Background: an optimization exercise with open tools, aiming at small area, a short achievable clock period and few clock cycles. Do not read the settings as production practice. RTL that was checked went through simulation tests only; none was proved equivalent to the original. No activity file was given, so power comes from the tool's default toggle rates.

Design neuron_pe, start of the top module:
module neuron_pe #(
    parameter int DW    = 8,
    parameter int WW    = 8,
    parameter int LANES = 8,
    parameter int ACCW  = 24,
    parameter int NW    = 16,
    parameter int SHW   = 4
) (
    input  logic                    clk,
    input  logic                    rst,
    input  logic                    start,
    input  logic [NW-1:0]           n_len,
    input  logic [SHW-1:0]          shift,
    input  logic [1:0]              act_mode,
    input  logic [LANES*ACCW-1:0]   bias,
    input  logic                    in_valid,
    output logic                    in_ready,
    input  logic [DW-1:0]           in_data,
    input  logic [LANES*WW-1:0]     weight,
    output logic                    out_valid,
    input  logic                    out_ready,
    output logic [LANES*DW-1:0]     out_data,
    output logic                    busy
);
Size: ~360 I/O pins, roughly 0.053 mm² of cells after synthesis.
make LEC_CHECK=0 ABC_CLOCK_PERIOD_IN_PS=2500 CAP_MARGIN=20 CORE_MARGIN=2 CORE_UTILIZATION=40 SETUP_SLACK_MARGIN=3.4 SLEW_MARGIN=20 finish   # period 6.0 ns
run.sh (not shown) runs the stock make flow with config.mk's settings and CLKGATE_MAP_FILE= SYNTH_SCRIPT=/design/flow/synth_recipe.tcl, a recipe that flattens the netlist after the stock synthesis.
Edit:
--- a/flow/design.v
+++ b/flow/design.v
@@ -292,24 +292,26 @@
     always_ff @(posedge clk) begin
         if (free) begin
             s_reg <= job ? s_reg + c_reg : 24'd0;
             c_reg <= bias;
         end else begin
             s_reg <= s_nx;
             c_reg <= c_nx;
         end
     end
+    logic signed [23:0] s_sg;
     logic [23:0] r;
     logic [15:0] eqm;
     logic        sgn, fits, pos;
     logic [7:0]  res;
     always_comb begin
-        r    = $signed(s_reg) >>> shift;
+        s_sg = s_reg;
+        r    = s_sg >>> shift;
         sgn  = s_reg[23];
         for (int k = 0; k < 16; k++) eqm[k] = !m[k] || (s_reg[k+7] == sgn);
         fits = &eqm;
         pos  = !sgn && ((|s_reg[22:15]) || (|(s_reg[14:0] & m[14:0])));
         case (act_mode)
             neuron_pkg::ACT_RELU: res = sgn ? 8'h00 : (fits ? r[7:0] : 8'h7f);
             neuron_pkg::ACT_STEP: res = {7'd0, pos};
             default:              res = fits ? r[7:0] : (sgn ? 8'h80 : 8'h7f);
         endcase
Result: The changed run finished with timing, DRC and antenna clean; sequential cell count is unchanged; via count is unchanged; die area does not change; utilization stays the same; cell area stays the same; synthesized area stays the same; clock-buffer cell count is unchanged; worst setup slack stays the same.
Testbench counts after the change, summed over its fixed seeds: cycles 9,187.
The RTL of the first run of this note was laid out without a check of its function.


## 06-16
neuron_pe, a different RTL version from the one above (not shown whole).
Size: about 5400 cells after synthesis, roughly 570 flip-flops, roughly 360 I/O pins, roughly 49000 um^2 of cells after synthesis.
==> flow/design.v (excerpt) <==
module neuron_pe #(
    parameter int DW    = 8,
    parameter int WW    = 8,
    parameter int LANES = 8,
    parameter int ACCW  = 24,
    parameter int NW    = 16,
    parameter int SHW   = 4
) (
    input  logic                    clk,
    input  logic                    rst,
    input  logic                    start,
    input  logic [NW-1:0]           n_len,
    input  logic [SHW-1:0]          shift,
    input  logic [1:0]              act_mode,
    input  logic [LANES*ACCW-1:0]   bias,
    input  logic                    in_valid,
    output logic                    in_ready,
    input  logic [DW-1:0]           in_data,
    input  logic [LANES*WW-1:0]     weight,
    output logic                    out_valid,
    input  logic                    out_ready,
    output logic [LANES*DW-1:0]     out_data,
    output logic                    busy
);
==> module neuron_pe, before the edit <==
module neuron_pe #(
    parameter int DW    = 8,
    parameter int WW    = 8,
    parameter int LANES = 8,
    parameter int ACCW  = 24,
    parameter int NW    = 16,
    parameter int SHW   = 4
) (
    input  logic                    clk,
    input  logic                    rst,
    input  logic                    start,
    input  logic [NW-1:0]           n_len,
    input  logic [SHW-1:0]          shift,
    input  logic [1:0]              act_mode,
    input  logic [LANES*ACCW-1:0]   bias,
    input  logic                    in_valid,
    output logic                    in_ready,
    input  logic [DW-1:0]           in_data,
    input  logic [LANES*WW-1:0]     weight,
    output logic                    out_valid,
    input  logic                    out_ready,
    output logic [LANES*DW-1:0]     out_data,
    output logic                    busy
);
    logic           job_reg;     
    logic           rdy_reg;     
    logic [NW-1:0]  rem_reg;     
    logic           tok_reg;     
    logic           fin_reg;     
    logic           cap_reg;     
    logic           ov_reg;      
    logic [SHW-1:0] shift_reg, shift_cap;
    logic [1:0]     mode_reg, mode_cap;
    logic [3:0]     neg_reg, one_reg, two_reg;     
    logic [3:0]     negn_reg, onen_reg, twon_reg;  
    logic           free_reg;    
    logic           busy_reg;    
    logic beat, last_beat, free;
    assign beat      = in_valid && rdy_reg;
    assign last_beat = beat && (rem_reg == NW'(1));
    assign free      = free_reg;
    assign in_ready  = rdy_reg;
    assign out_valid = ov_reg;
    assign busy      = busy_reg;
    logic job_nx, fin_nx, ov_nx;
    always_comb begin
        job_nx = free ? start : job_reg;
        fin_nx = !free && (fin_reg || tok_reg);
        ov_nx  = cap_reg || (ov_reg && !out_ready);
    end
    always_ff @(posedge clk) begin
        if (rst) begin
            free_reg <= 1'b1;
            busy_reg <= 1'b0;
        end else begin
            free_reg <= !job_nx || (fin_nx && !ov_nx);
            busy_reg <= !(!job_nx || (fin_nx && !ov_nx));
        end
    end
    always_ff @(posedge clk) begin
        if (rst) begin
            job_reg <= 1'b0;
            rdy_reg <= 1'b0;
            tok_reg <= 1'b0;
            fin_reg <= 1'b0;
            cap_reg <= 1'b0;
            ov_reg  <= 1'b0;
        end else begin
            cap_reg <= free && job_reg;
            if (free) begin
                job_reg <= start;
                rdy_reg <= start && (n_len != '0);
                tok_reg <= start && (n_len == '0);
                fin_reg <= 1'b0;
            end else begin
                if (last_beat) rdy_reg <= 1'b0;
                tok_reg <= last_beat;
                if (tok_reg) fin_reg <= 1'b1;
            end
            if (cap_reg)        ov_reg <= 1'b1;
            else if (out_ready) ov_reg <= 1'b0;
        end
    end
    always_ff @(posedge clk) begin
        if (free) begin
            shift_reg <= shift;
            mode_reg  <= act_mode;
            shift_cap <= shift_reg;
            mode_cap  <= mode_reg;
            rem_reg   <= n_len;
        end else if (beat) begin
            rem_reg   <= rem_reg - NW'(1);
        end
    end
    logic [3:0] neg_d, one_d, two_d;
    always_comb begin
        for (int i = 0; i < 4; i++) begin
            logic b2, b1, b0;
            b2 = in_data[2*i+1];
            b1 = in_data[2*i];
            b0 = (i == 0) ? 1'b0 : in_data[2*i-1];
            neg_d[i] = beat && b2;
            one_d[i] = beat && (b1 ^ b0);
            two_d[i] = beat && ((b2 && !b1 && !b0) || (!b2 && b1 && b0));
        end
    end
    always_ff @(posedge clk) begin
        neg_reg  <= neg_d;
        one_reg  <= one_d;
        two_reg  <= two_d;
        negn_reg <= ~neg_d;
        onen_reg <= ~one_d;
        twon_reg <= ~two_d;
    end
    logic [15:0] shift_mask;
    always_comb begin
        for (int k = 0; k < 16; k++) shift_mask[k] = (k >= int'(shift_cap));
    end
    for (genvar gi = 0; gi < LANES; gi++) begin : g_lane
        neuron_lane u_lane (
            .clk      (clk),
            .free     (free),
            .job      (job_reg),
            .cap      (cap_reg),
            .bias     (bias[gi*ACCW +: ACCW]),
            .neg      ((gi < LANES / 2) ? neg_reg : ~negn_reg),
            .one      ((gi < LANES / 2) ? one_reg : ~onen_reg),
            .two      ((gi < LANES / 2) ? two_reg : ~twon_reg),
            .weight   (weight[gi*WW +: WW]),
            .shift    (shift_cap),
            .m        (shift_mask),
            .act_mode (mode_cap),
            .out_data (out_data[gi*DW +: DW])
        );
    end
endmodule
export LEC_CHECK = 0
export ABC_CLOCK_PERIOD_IN_PS = 2500
export CAP_MARGIN = 20
export CORE_MARGIN = 2
export CORE_UTILIZATION = 40
export SETUP_SLACK_MARGIN = 3.0
export SLEW_MARGIN = 20
create_clock -name core_clock -period 6.0 [get_ports {clk}]
standard.sh (not shown) runs the stock make flow with config.mk's settings and CLKGATE_MAP_FILE= SYNTH_SCRIPT=/design/flow/synth_recipe.tcl, a recipe that flattens the netlist after the stock synthesis.
==> flow/flow/run.sh <==
#!/bin/bash
# The standard layout (the standard.sh, unchanged synthesis and steps),
# with one change: the port buffers that placement inserts on every input and
# output are sky130_fd_sc_hd__buf_1 instead of the tool's default pick
# (clkdlybuf4s50_1, a slower delay cell with almost three times the area).
# ORFS's own logs stay under orfs/logs/; make's output goes to make_*.log here.
set -euo pipefail
export BUFFER_PORTS_ARGS="-buffer_cell sky130_fd_sc_hd__buf_1"
bash standard.sh synth > make_synth.log 2>&1
bash standard.sh finish > make_finish.log 2>&1
--- input diff 06-16..05-26 ---
--- a/flow/design.v
+++ b/flow/design.v
@@ -373,17 +373,15 @@
     logic           ov_reg;      
     logic [SHW-1:0] shift_reg, shift_cap;
     logic [1:0]     mode_reg, mode_cap;
-    logic [3:0]     neg_reg, one_reg, two_reg;     
-    logic [3:0]     negn_reg, onen_reg, twon_reg;  
+    logic [3:0]     neg_reg, one_reg, two_reg;
     logic           free_reg;    
-    logic           busy_reg;    
     logic beat, last_beat, free;
     assign beat      = in_valid && rdy_reg;
     assign last_beat = beat && (rem_reg == NW'(1));
     assign free      = free_reg;
     assign in_ready  = rdy_reg;
     assign out_valid = ov_reg;
-    assign busy      = busy_reg;
+    assign busy      = !free;
     logic job_nx, fin_nx, ov_nx;
     always_comb begin
         job_nx = free ? start : job_reg;
@@ -391,13 +389,8 @@
         ov_nx  = cap_reg || (ov_reg && !out_ready);
     end
     always_ff @(posedge clk) begin
-        if (rst) begin
-            free_reg <= 1'b1;
-            busy_reg <= 1'b0;
-        end else begin
-            free_reg <= !job_nx || (fin_nx && !ov_nx);
-            busy_reg <= !(!job_nx || (fin_nx && !ov_nx));
-        end
+        if (rst) free_reg <= 1'b1;
+        else     free_reg <= !job_nx || (fin_nx && !ov_nx);
     end
     always_ff @(posedge clk) begin
         if (rst) begin
@@ -434,26 +427,17 @@
             rem_reg   <= rem_reg - NW'(1);
         end
     end
-    logic [3:0] neg_d, one_d, two_d;
-    always_comb begin
+    always_ff @(posedge clk) begin
         for (int i = 0; i < 4; i++) begin
             logic b2, b1, b0;
             b2 = in_data[2*i+1];
             b1 = in_data[2*i];
             b0 = (i == 0) ? 1'b0 : in_data[2*i-1];
-            neg_d[i] = beat && b2;
-            one_d[i] = beat && (b1 ^ b0);
-            two_d[i] = beat && ((b2 && !b1 && !b0) || (!b2 && b1 && b0));
+            neg_reg[i] <= beat && b2;
+            one_reg[i] <= beat && (b1 ^ b0);
+            two_reg[i] <= beat && ((b2 && !b1 && !b0) || (!b2 && b1 && b0));
         end
     end
-    always_ff @(posedge clk) begin
-        neg_reg  <= neg_d;
-        one_reg  <= one_d;
-        two_reg  <= two_d;
-        negn_reg <= ~neg_d;
-        onen_reg <= ~one_d;
-        twon_reg <= ~two_d;
-    end
     logic [15:0] shift_mask;
     always_comb begin
         for (int k = 0; k < 16; k++) shift_mask[k] = (k >= int'(shift_cap));
@@ -465,9 +449,9 @@
             .job      (job_reg),
             .cap      (cap_reg),
             .bias     (bias[gi*ACCW +: ACCW]),
-            .neg      ((gi < LANES / 2) ? neg_reg : ~negn_reg),
-            .one      ((gi < LANES / 2) ? one_reg : ~onen_reg),
-            .two      ((gi < LANES / 2) ? two_reg : ~twon_reg),
+            .neg      (neg_reg),
+            .one      (one_reg),
+            .two      (two_reg),
             .weight   (weight[gi*WW +: WW]),
             .shift    (shift_cap),
             .m        (shift_mask),
[summary]
[05-26] combinational fraction of design power rose 1.3 points relative to 06-16. In 05-26 the post-detailed-placement cell area turned out 0.87% lower than in 06-16. 05-26 vs. 06-16: minimum clock period after layout saw an increase; count of plain and timing-repair buffers in the layout saw an increase; multi-input combinational cell count saw little to no change; wire length on met2 saw an increase; routed length on met1 saw an increase.
Function was not checked in any run of this note: the RTL went through the layout flow alone.

## what the ideal ports hide
In the flow no input, the clock included, has a driving cell. The finished layouts below were timed again as built, in two steps. Step 1: set_driving_cell puts a clkbuf_16 on clk and a buf_2 on each other input, an assumption about the parent block. Step 2 times the ports against the registers' clock, not the clock port: input delays grow and output delays shrink by t, the midpoint of the rising clock arrivals with the driver on. Slacks: ideal ports / drivers / drivers and shift; pairs: ideal ports / drivers.
run	t, ns	setup slack, ns	worst hold slack (ns)	clock arrival spread, ns	worst data-port slew with drivers (ns)
the first run of note 1	0.775	3.029 / 3.029 / 2.945	0.433 / 0.433 / 0.433	0.033 / 0.034	0.09
the second run of note 1	0.775	3.029 / 3.029 / 2.945	0.433 / 0.433 / 0.433	0.033 / 0.034	0.09
06-16	0.756	2.967 / 2.967 / 2.967	0.430 / 0.430 / 0.430	0.043 / 0.043	0.07
05-26	0.758	2.936 / 2.936 / 2.936	0.419 / 0.419 / 0.419	0.035 / 0.035	0.08
After both steps every run listed still meets setup and hold.
